Source: an optimization exercise on an open RTL-to-GDS flow (aim: small area and a short achievable clock period). Production flows keep margins and buffers that such runs may drop. Only simulation tests tie the RTL to the original design; equivalence was not proved.

==> 07-11: inputs <==
==> flow/design.v <==
module mdu (
   input  logic        clk,
   input  logic        rst_n,
   input  logic        start,
   input  logic [3:0]  opMDU,
   input  logic [31:0] SrcA,
   input  logic [31:0] SrcB,
   output logic        busy,
   output logic        stall_req,
   output logic [31:0] HI,
   output logic [31:0] LO
);
   localparam logic [3:0] OP_MULT  = 4'b0001;
   localparam logic [3:0] OP_MULTU = 4'b0010;
   localparam logic [3:0] OP_DIV   = 4'b0011;
   localparam logic [3:0] OP_DIVU  = 4'b0100;
   localparam logic [3:0] OP_MTHI  = 4'b0101;
   localparam logic [3:0] OP_MTLO  = 4'b0110;
   logic w_isMult, w_isMultu, w_isDiv, w_isDivu, w_isMul, w_isDv, w_isMulDiv;
   assign w_isMult   = (opMDU == OP_MULT);
   assign w_isMultu  = (opMDU == OP_MULTU);
   assign w_isDiv    = (opMDU == OP_DIV);
   assign w_isDivu   = (opMDU == OP_DIVU);
   assign w_isMul    = w_isMult | w_isMultu;
   assign w_isDv     = w_isDiv | w_isDivu;
   assign w_isMulDiv = w_isMul | w_isDv;
   logic        r_busy;
   logic [3:0]  r_cnt;
   logic        r_div;       
   logic        r_sgn;       
   logic        r_sA;        
   logic [31:0] r_m;         
   logic [33:0] r_acc;       
   logic [32:0] r_q;         
   logic [31:0] r_hi;
   logic [31:0] r_lo;
   logic w_accept, w_done;
   assign w_accept = ~r_busy & start & w_isMulDiv;
   assign w_done   = r_busy & (r_cnt == 4'd0);
   logic        f_div, f_sgn;
   logic [31:0] f_m;
   assign f_div = r_busy & r_div;
   assign f_sgn = r_busy ? r_sgn : (w_isMult | w_isDiv);
   assign f_m   = r_busy ? r_m   : SrcB;
   logic w_sD;                           
   logic w_sDf;                          
   assign w_sD  = r_sgn & r_m[31];
   assign w_sDf = f_sgn & f_m[31];
   logic        w_negAin;
   logic [31:0] w_preA;
   logic [31:0] w_ain;
   assign w_negAin = w_isDiv & SrcA[31];
   always_comb begin
      w_preA[0] = 1'b0;
      for (int i = 1; i < 32; i++) w_preA[i] = w_preA[i-1] | SrcA[i-1];
   end
   assign w_ain = SrcA ^ ({32{w_negAin}} & w_preA);
   logic       w_sDin;
   logic [4:0] w_dl;                      
   logic [5:1] w_small;                   
   logic [4:0] w_nq;
   logic [4:0] w_nr;
   assign w_sDin = w_isDiv & SrcB[31];
   assign w_dl   = w_sDin ? (5'd0 - SrcB[4:0]) : SrcB[4:0];
   always_comb begin
      w_small[1] = w_sDin ? ((&SrcB[31:1]) & (|SrcB[0:0])) : ~(|SrcB[31:1]);
      w_small[2] = w_sDin ? ((&SrcB[31:2]) & (|SrcB[1:0])) : ~(|SrcB[31:2]);
      w_small[3] = w_sDin ? ((&SrcB[31:3]) & (|SrcB[2:0])) : ~(|SrcB[31:3]);
      w_small[4] = w_sDin ? ((&SrcB[31:4]) & (|SrcB[3:0])) : ~(|SrcB[31:4]);
      w_small[5] = w_sDin ? ((&SrcB[31:5]) & (|SrcB[4:0])) : ~(|SrcB[31:5]);
   end
   always_comb begin
      logic [4:0] t;
      logic [4:0] r;
      r = 5'd0;
      for (int i = 1; i <= 5; i++) begin
         t = {r[3:0], w_ain[32-i]};
         if (w_small[i] && (t >= w_dl)) begin
            w_nq[5-i] = 1'b1;
            r = t - w_dl;
         end else begin
            w_nq[5-i] = 1'b0;
            r = t;
         end
      end
      w_nr = r;
   end
   logic [6:0]  w_win;                   
   assign w_win = {(w_done ? (r_sgn & r_q[5]) : r_q[6]), r_q[5:0]};
   logic [34:0] w_mxr;                   
   logic [34:0] w_mxf;                   
   assign w_mxr = {{3{w_sD}}, r_m};
   assign w_mxf = {{3{w_sDf}}, f_m};
   logic [34:0] w_x [0:3];
   logic [34:0] w_y [0:2];
   logic [34:0] w_s [0:2];
   logic [35:0] w_c [0:2];
   logic [2:0]  w_one, w_two, w_neg;
   logic [3:1]  w_abit;
   assign w_abit[1] = r_q[31];
   assign w_abit[2] = r_q[30];
   assign w_abit[3] = r_q[29];
   assign w_x[0] = r_busy ? {r_acc[33], r_acc} : 35'd0;
   genvar r, j;
   generate
      for (r = 0; r < 3; r++) begin : g_row
         logic x2, x1, x0, sR;
         logic [34:0] mx;
         if (r == 2) begin : g_in
            assign x2 = r_busy ? w_win[6] : SrcA[2];
            assign x1 = r_busy ? w_win[5] : SrcA[1];
            assign x0 = r_busy ? w_win[4] : 1'b0;
            assign mx = w_mxf;
         end else begin : g_reg
            assign x2 = w_win[2*r+2];
            assign x1 = w_win[2*r+1];
            assign x0 = w_win[2*r];
            assign mx = w_mxr;
         end
         if (r == 0) begin : g_sr0
            assign sR = r_acc[33];
         end else begin : g_srn
            assign sR = w_s[r-1][32];
         end
         always_comb begin
            if (!f_div) begin
               if (r_busy || (r == 2)) begin
                  w_one[r] = x1 ^ x0;
                  w_two[r] = (x2 & ~x1 & ~x0) | (~x2 & x1 & x0);
                  w_neg[r] = x2;
               end else begin
                  w_one[r] = 1'b0;
                  w_two[r] = 1'b0;
                  w_neg[r] = 1'b0;
               end
            end else if (w_done && (r == 0)) begin
               w_one[r] = 1'b0;
               w_two[r] = r_acc[33];
               w_neg[r] = w_sD;
            end else begin
               w_one[r] = 1'b1;
               w_two[r] = 1'b0;
               w_neg[r] = ~(sR ^ w_sD);
            end
         end
         assign w_y[r][0] = (w_one[r] & mx[0]) ^ w_neg[r];
         for (j = 1; j < 35; j++) begin : g_sel
            assign w_y[r][j] = ((w_one[r] & mx[j]) | (w_two[r] & mx[j-1])) ^ w_neg[r];
         end
         assign w_c[r][0] = w_neg[r];
         for (j = 0; j < 35; j++) begin : g_fa
            assign w_s[r][j]   = w_x[r][j] ^ w_y[r][j] ^ w_c[r][j];
            assign w_c[r][j+1] = (w_x[r][j] & w_y[r][j]) | (w_c[r][j] & (w_x[r][j] ^ w_y[r][j]));
         end
         if (r == 1) begin : g_nx_in
            for (j = 0; j < 35; j++) begin : g_nx
               if (j == 0) begin : g_b
                  assign w_x[2][j] = !r_busy ? (SrcA[0] & w_mxf[1]) :
                                     f_div ? w_abit[2] : w_s[1][2];
               end else begin : g_b
                  assign w_x[2][j] = !r_busy ? (SrcA[0] & w_mxf[(j+1 > 34) ? 34 : j+1]) :
                                     f_div ? w_s[1][j-1] : w_s[1][(j+2 > 34) ? 34 : j+2];
               end
            end
         end else begin : g_nx_reg
            assign w_x[r+1][0] = f_div ? w_abit[r+1] : w_s[r][2];
            for (j = 1; j < 35; j++) begin : g_nx
               assign w_x[r+1][j] = f_div ? w_s[r][j-1] : w_s[r][(j+2 > 34) ? 34 : j+2];
            end
         end
      end
   endgenerate
   logic [31:0] w_ru, w_preR, w_remS;
   logic [31:0] w_preQ, w_quoS;
   logic        w_negR, w_negQ;
   assign w_ru   = w_s[0][32:1];
   assign w_negR = r_sA;
   assign w_negQ = r_sA ^ w_sD;
   always_comb begin
      w_preR[0] = 1'b0;
      w_preQ[0] = 1'b0;
      for (int i = 1; i < 32; i++) begin
         w_preR[i] = w_preR[i-1] | w_ru[i-1];
         w_preQ[i] = w_preQ[i-1] | r_q[i-1];
      end
   end
   assign w_remS = w_ru ^ ({32{w_negR}} & w_preR);
   assign w_quoS = r_q[31:0] ^ ({32{w_negQ}} & w_preQ);
   logic [31:0] w_resHi, w_resLo;
   logic        w_resWr;
   assign w_resHi = r_div ? w_remS : w_s[2][32:1];
   assign w_resLo = r_div ? w_quoS : {w_s[2][0], w_s[1][1:0], w_s[0][1:0], r_q[32:6]};
   assign w_resWr = ~r_div | (|r_m);
   always_ff @(posedge clk or negedge rst_n) begin
      if (!rst_n) begin
         r_busy <= 1'b0;
         r_cnt  <= 4'd0;
      end else begin
         r_busy <= w_accept | (r_busy & ~w_done);
         if (w_accept)
            r_cnt <= w_isMul ? 4'd4 : 4'd9;
         else
            r_cnt <= r_cnt - 4'd1;
      end
   end
   always_ff @(posedge clk) begin
      r_div <= r_busy ? r_div : w_isDv;
      r_sgn <= f_sgn;
      r_sA  <= r_busy ? r_sA : w_negAin;
      r_m   <= f_m;
      if (!r_busy && w_isDv)
         r_acc <= {28'd0, w_nr, w_ain[26]};
      else
         r_acc <= w_x[3][33:0];
      if (r_busy && !r_div)
         r_q <= {w_s[2][1:0], w_s[1][1:0], w_s[0][1:0], r_q[32:6]};
      else if (r_busy)
         r_q <= {1'b0, r_q[28:0], ~w_s[0][32], ~w_s[1][32], ~w_s[2][32]};
      else if (!w_isDv)
         r_q <= {w_s[2][1:0], SrcA[0] & SrcB[0], SrcA[31:2]};
      else
         r_q <= {1'b0, w_ain[25:0], 1'b0, w_nq};
   end
   always_ff @(posedge clk or negedge rst_n) begin
      if (!rst_n) begin
         r_hi <= 32'd0;
         r_lo <= 32'd0;
      end else if (w_done) begin
         if (w_resWr) begin
            r_hi <= w_resHi;
            r_lo <= w_resLo;
         end
      end else if (!r_busy && start) begin
         if (opMDU == OP_MTHI) r_hi <= SrcA;
         if (opMDU == OP_MTLO) r_lo <= SrcA;
      end
   end
   assign busy      = r_busy;
   assign stall_req = r_busy | (start & w_isMulDiv);
   assign HI        = r_hi;
   assign LO        = r_lo;
endmodule
==> flow/run.sh <==
#!/bin/bash
# synth_recipe.tcl (not shown) runs the flow's synth.tcl, then flattens the netlist and writes it again
# the make line also repeats each setting of config.mk as NAME=value (left out here)
make -C /OpenROAD-flow-scripts/flow DESIGN_CONFIG=/design/flow/config.mk WORK_HOME=/design/flow/orfs CLKGATE_MAP_FILE= SYNTH_SCRIPT=/design/flow/synth_recipe.tcl finish
==> flow/config.mk <==
export PLATFORM = sky130hd
export DESIGN_NAME = mdu
export DESIGN_NICKNAME = mdu
export VERILOG_FILES = /design/flow/design.v
export SDC_FILE = /design/flow/constraint.sdc
export NUM_CORES = 4
export LEC_CHECK = 0
export CAP_MARGIN = 20
export CORE_MARGIN = 2
export CORE_UTILIZATION = 40
export SLEW_MARGIN = 20
==> flow/constraint.sdc <==
create_clock -name core_clock -period 105.0 [get_ports {clk}]
set_input_delay 21.0000 -clock core_clock [delete_from_list [all_inputs] [get_ports {clk}]]
set_output_delay 21.0000 -clock core_clock [all_outputs]
set_load 0.01 [all_outputs]
==> inputs of 04-16, as changes to 07-11 <==
==> flow/design.v, changed modules only <==
module mdu (
   input  logic        clk,
   input  logic        rst_n,
   input  logic        start,
   input  logic [3:0]  opMDU,
   input  logic [31:0] SrcA,
   input  logic [31:0] SrcB,
   output logic        busy,
   output logic        stall_req,
   output logic [31:0] HI,
   output logic [31:0] LO
);
   localparam logic [3:0] OP_MULT  = 4'b0001;
   localparam logic [3:0] OP_MULTU = 4'b0010;
   localparam logic [3:0] OP_DIV   = 4'b0011;
   localparam logic [3:0] OP_DIVU  = 4'b0100;
   localparam logic [3:0] OP_MTHI  = 4'b0101;
   localparam logic [3:0] OP_MTLO  = 4'b0110;
   logic w_isMult, w_isMultu, w_isDiv, w_isDivu, w_isMul, w_isDv, w_isMulDiv;
   assign w_isMult   = (opMDU == OP_MULT);
   assign w_isMultu  = (opMDU == OP_MULTU);
   assign w_isDiv    = (opMDU == OP_DIV);
   assign w_isDivu   = (opMDU == OP_DIVU);
   assign w_isMul    = w_isMult | w_isMultu;
   assign w_isDv     = w_isDiv | w_isDivu;
   assign w_isMulDiv = w_isMul | w_isDv;
   logic        r_busy;
   logic [3:0]  r_cnt;
   logic        r_div;       
   logic        r_sgn;       
   logic        r_sA;        
   logic [31:0] r_m;         
   logic [33:0] r_acc;       
   logic [32:0] r_q;         
   logic [31:0] r_hi;
   logic [31:0] r_lo;
   logic w_accept, w_done;
   assign w_accept = ~r_busy & start & w_isMulDiv;
   assign w_done   = r_busy & (r_cnt == 4'd0);
   logic        f_div, f_sgn;
   logic [31:0] f_m;
   assign f_div = r_busy & r_div;
   assign f_sgn = r_busy ? r_sgn : (w_isMult | w_isDiv);
   assign f_m   = r_busy ? r_m   : SrcB;
   logic w_sD;                           
   logic w_sDf;                          
   assign w_sD  = r_sgn & r_m[31];
   assign w_sDf = f_sgn & f_m[31];
   logic [31:0] w_hiIn, w_loIn, w_hiOut, w_loOut;
   logic        w_hiNeg, w_loNeg;
   logic [31:0] w_hiPre, w_loPre;
   logic        w_negAin;
   assign w_negAin = w_isDiv & SrcA[31];
   always_comb begin
      w_hiPre[0] = 1'b0;
      w_loPre[0] = 1'b0;
      for (int i = 1; i < 32; i++) begin
         w_hiPre[i] = w_hiPre[i-1] | w_hiIn[i-1];
         w_loPre[i] = w_loPre[i-1] | w_loIn[i-1];
      end
   end
   assign w_hiOut = w_hiIn ^ ({32{w_hiNeg}} & w_hiPre);
   assign w_loOut = w_loIn ^ ({32{w_loNeg}} & w_loPre);
   logic [31:0] w_ain;
   assign w_ain = w_hiOut;
   logic       w_sDin;
   logic [4:0] w_dl;                      
   logic [5:1] w_small;                   
   logic [5:1] w_ones, w_zeros;           
   logic [4:0] w_dpre;
   logic [4:0] w_nq;
   logic [4:0] w_nr;
   assign w_sDin = w_isDiv & SrcB[31];
   assign w_ones[5]  = &SrcB[31:5];
   assign w_zeros[5] = ~(|SrcB[31:5]);
   assign w_dpre[0]  = 1'b0;
   genvar i, k;
   generate
      for (i = 4; i >= 1; i--) begin : g_oz
         assign w_ones[i]  = w_ones[i+1] & SrcB[i];
         assign w_zeros[i] = w_zeros[i+1] & ~SrcB[i];
      end
      for (i = 1; i < 5; i++) begin : g_dp
         assign w_dpre[i] = w_dpre[i-1] | SrcB[i-1];
      end
      for (i = 1; i <= 5; i++) begin : g_sm
         assign w_small[i] = w_sDin ? (w_ones[i] & (w_dpre[i-1] | SrcB[i-1]))
                                    : w_zeros[i];
      end
   endgenerate
   assign w_dl = SrcB[4:0] ^ ({5{w_sDin}} & w_dpre);
   logic [4:0] w_nrr [0:5];              
   assign w_nrr[0] = 5'd0;
   generate
      for (i = 1; i <= 5; i++) begin : g_nrow
         logic [i-1:0] t, d;
         logic [i:0]   bw;
         assign t = (i == 1) ? w_ain[31] : {w_nrr[i-1][(i > 1 ? i-2 : 0):0], w_ain[32-i]};
         assign bw[0] = 1'b0;
         for (k = 0; k < i; k++) begin : g_b
            assign d[k]    = t[k] ^ w_dl[k] ^ bw[k];
            assign bw[k+1] = (~t[k] & w_dl[k]) | (~(t[k] ^ w_dl[k]) & bw[k]);
         end
         assign w_nq[5-i] = w_small[i] & ~bw[i];
         assign w_nrr[i]  = 5'(w_nq[5-i] ? d : t);
      end
   endgenerate
   assign w_nr = w_nrr[5];
   logic [6:0]  w_win;                   
   assign w_win = {(w_done ? (r_sgn & r_q[5]) : r_q[6]), r_q[5:0]};
   logic [34:0] w_mxr;                   
   logic [34:0] w_mxf;                   
   assign w_mxr = {{3{w_sD}}, r_m};
   assign w_mxf = {{3{w_sDf}}, f_m};
   logic [34:0] w_x [0:3];
   logic [34:0] w_y [0:2];
   logic [34:0] w_s [0:2];
   logic [35:0] w_c [0:2];
   logic [2:0]  w_one, w_two, w_neg;
   logic [3:1]  w_abit;
   assign w_abit[1] = r_q[31];
   assign w_abit[2] = r_q[30];
   assign w_abit[3] = r_q[29];
   assign w_x[0] = r_busy ? {r_acc[33], r_acc} : 35'd0;
   genvar r, j;
   generate
      for (r = 0; r < 3; r++) begin : g_row
         logic x2, x1, x0, sR;
         logic [34:0] mx;
         if (r == 2) begin : g_in
            assign x2 = r_busy ? w_win[6] : SrcA[2];
            assign x1 = r_busy ? w_win[5] : SrcA[1];
            assign x0 = r_busy ? w_win[4] : 1'b0;
            assign mx = w_mxf;
         end else begin : g_reg
            assign x2 = w_win[2*r+2];
            assign x1 = w_win[2*r+1];
            assign x0 = w_win[2*r];
            assign mx = w_mxr;
         end
         if (r == 0) begin : g_sr0
            assign sR = r_acc[33];
         end else begin : g_srn
            assign sR = w_s[r-1][32];
         end
         always_comb begin
            if (!f_div) begin
               if (r_busy || (r == 2)) begin
                  w_one[r] = x1 ^ x0;
                  w_two[r] = (x2 & ~x1 & ~x0) | (~x2 & x1 & x0);
                  w_neg[r] = x2;
               end else begin
                  w_one[r] = 1'b0;
                  w_two[r] = 1'b0;
                  w_neg[r] = 1'b0;
               end
            end else if (w_done && (r == 0)) begin
               w_one[r] = 1'b0;
               w_two[r] = r_acc[33];
               w_neg[r] = w_sD;
            end else begin
               w_one[r] = 1'b1;
               w_two[r] = 1'b0;
               w_neg[r] = ~(sR ^ w_sD);
            end
         end
         assign w_y[r][0] = (w_one[r] & mx[0]) ^ w_neg[r];
         for (j = 1; j < 35; j++) begin : g_sel
            assign w_y[r][j] = ((w_one[r] & mx[j]) | (w_two[r] & mx[j-1])) ^ w_neg[r];
         end
         assign w_c[r][0] = w_neg[r];
         for (j = 0; j < 35; j++) begin : g_fa
            assign w_s[r][j]   = w_x[r][j] ^ w_y[r][j] ^ w_c[r][j];
            assign w_c[r][j+1] = (w_x[r][j] & w_y[r][j]) | (w_c[r][j] & (w_x[r][j] ^ w_y[r][j]));
         end
         if (r == 1) begin : g_nx_in
            for (j = 0; j < 35; j++) begin : g_nx
               if (j == 0) begin : g_b
                  assign w_x[2][j] = !r_busy ? (SrcA[0] & w_mxf[1]) :
                                     f_div ? w_abit[2] : w_s[1][2];
               end else begin : g_b
                  assign w_x[2][j] = !r_busy ? (SrcA[0] & w_mxf[(j+1 > 34) ? 34 : j+1]) :
                                     f_div ? w_s[1][j-1] : w_s[1][(j+2 > 34) ? 34 : j+2];
               end
            end
         end else begin : g_nx_reg
            assign w_x[r+1][0] = f_div ? w_abit[r+1] : w_s[r][2];
            for (j = 1; j < 35; j++) begin : g_nx
               assign w_x[r+1][j] = f_div ? w_s[r][j-1] : w_s[r][(j+2 > 34) ? 34 : j+2];
            end
         end
      end
   endgenerate
   logic w_negQ;
   assign w_negQ = r_sA ^ w_sD;
   assign w_hiIn  = !r_busy ? SrcA : r_div ? w_s[0][32:1] : w_s[2][32:1];
   assign w_hiNeg = !r_busy ? w_negAin : (r_div & r_sA);
   assign w_loIn  = !r_busy ? SrcA : r_div ? r_q[31:0]
                                   : {w_s[2][0], w_s[1][1:0], w_s[0][1:0], r_q[32:6]};
   assign w_loNeg = r_busy & r_div & w_negQ;
   logic w_resWr;
   assign w_resWr = ~r_div | (|r_m);
   always_ff @(posedge clk or negedge rst_n) begin
      if (!rst_n) begin
         r_busy <= 1'b0;
         r_cnt  <= 4'd0;
      end else begin
         r_busy <= w_accept | (r_busy & ~w_done);
         if (w_accept)
            r_cnt <= w_isMul ? 4'd4 : 4'd9;
         else
            r_cnt <= r_cnt - 4'd1;
      end
   end
   always_ff @(posedge clk) begin
      r_div <= r_busy ? r_div : w_isDv;
      r_sgn <= f_sgn;
      r_sA  <= r_busy ? r_sA : w_negAin;
      r_m   <= f_m;
      if (!r_busy && w_isDv)
         r_acc <= {28'd0, w_nr, w_ain[26]};
      else
         r_acc <= w_x[3][33:0];
      if (r_busy && !r_div)
         r_q <= {w_s[2][1:0], w_s[1][1:0], w_s[0][1:0], r_q[32:6]};
      else if (r_busy)
         r_q <= {1'b0, r_q[28:0], ~w_s[0][32], ~w_s[1][32], ~w_s[2][32]};
      else if (!w_isDv)
         r_q <= {w_s[2][1:0], SrcA[0] & SrcB[0], w_ain[31:2]};
      else
         r_q <= {1'b0, w_ain[25:0], 1'b0, w_nq};
   end
   always_ff @(posedge clk or negedge rst_n) begin
      if (!rst_n) begin
         r_hi <= 32'd0;
         r_lo <= 32'd0;
      end else begin
         if ((w_done && w_resWr) || (!r_busy && start && opMDU == OP_MTHI))
            r_hi <= w_hiOut;
         if ((w_done && w_resWr) || (!r_busy && start && opMDU == OP_MTLO))
            r_lo <= w_loOut;
      end
   end
   assign busy      = r_busy;
   assign stall_req = r_busy | (start & w_isMulDiv);
   assign HI        = r_hi;
   assign LO        = r_lo;
endmodule
Settings changed: CORE_UTILIZATION 40 to 65, PLACE_DENSITY from default to 0.75.
==> summary of the runs <==
Die area: 07-11 is higher than 04-16 (76%). 04-16 passed the timing, DRC and antenna checks. 07-11 finished with timing, DRC and antenna clean. Between 07-11 and 04-16, the lower wire length is in 04-16 (gap 30%, measured against 04-16). Between 04-16 and 07-11, the lower clock skew is in 04-16 (gap 0.0033 ns).

[afterwards: timing with drivers on the ports]
No port has a modelled driver above. Below, the same layouts with a new extraction and two added sets of constraints.
Step 1, drivers: a clkbuf_16 drives clk and a buf_2 each remaining input, both assumed.
Step 2 moves the port delays by t, midway between the first and last clock arrival at a register: inputs arrive t later, outputs are due t later. That takes back most of the time a late clock gives input paths.
Slacks: no drivers / after step 1 / after step 2; pairs: no drivers / after step 1.
| run | t (ns) | slack for setup (ns) | clock arrival spread, ns | worst slew at a driven data input, ns |
|---|---|---|---|---|
| 07-11 | 0.526 | 57.211 / 57.211 / 57.211 | 0.017 / 0.017 | 0.04 |
| 04-16 | 0.498 | 53.154 / 53.154 / 53.154 | 0.014 / 0.014 | 0.04 |
After both steps setup and hold are still met in every run listed.
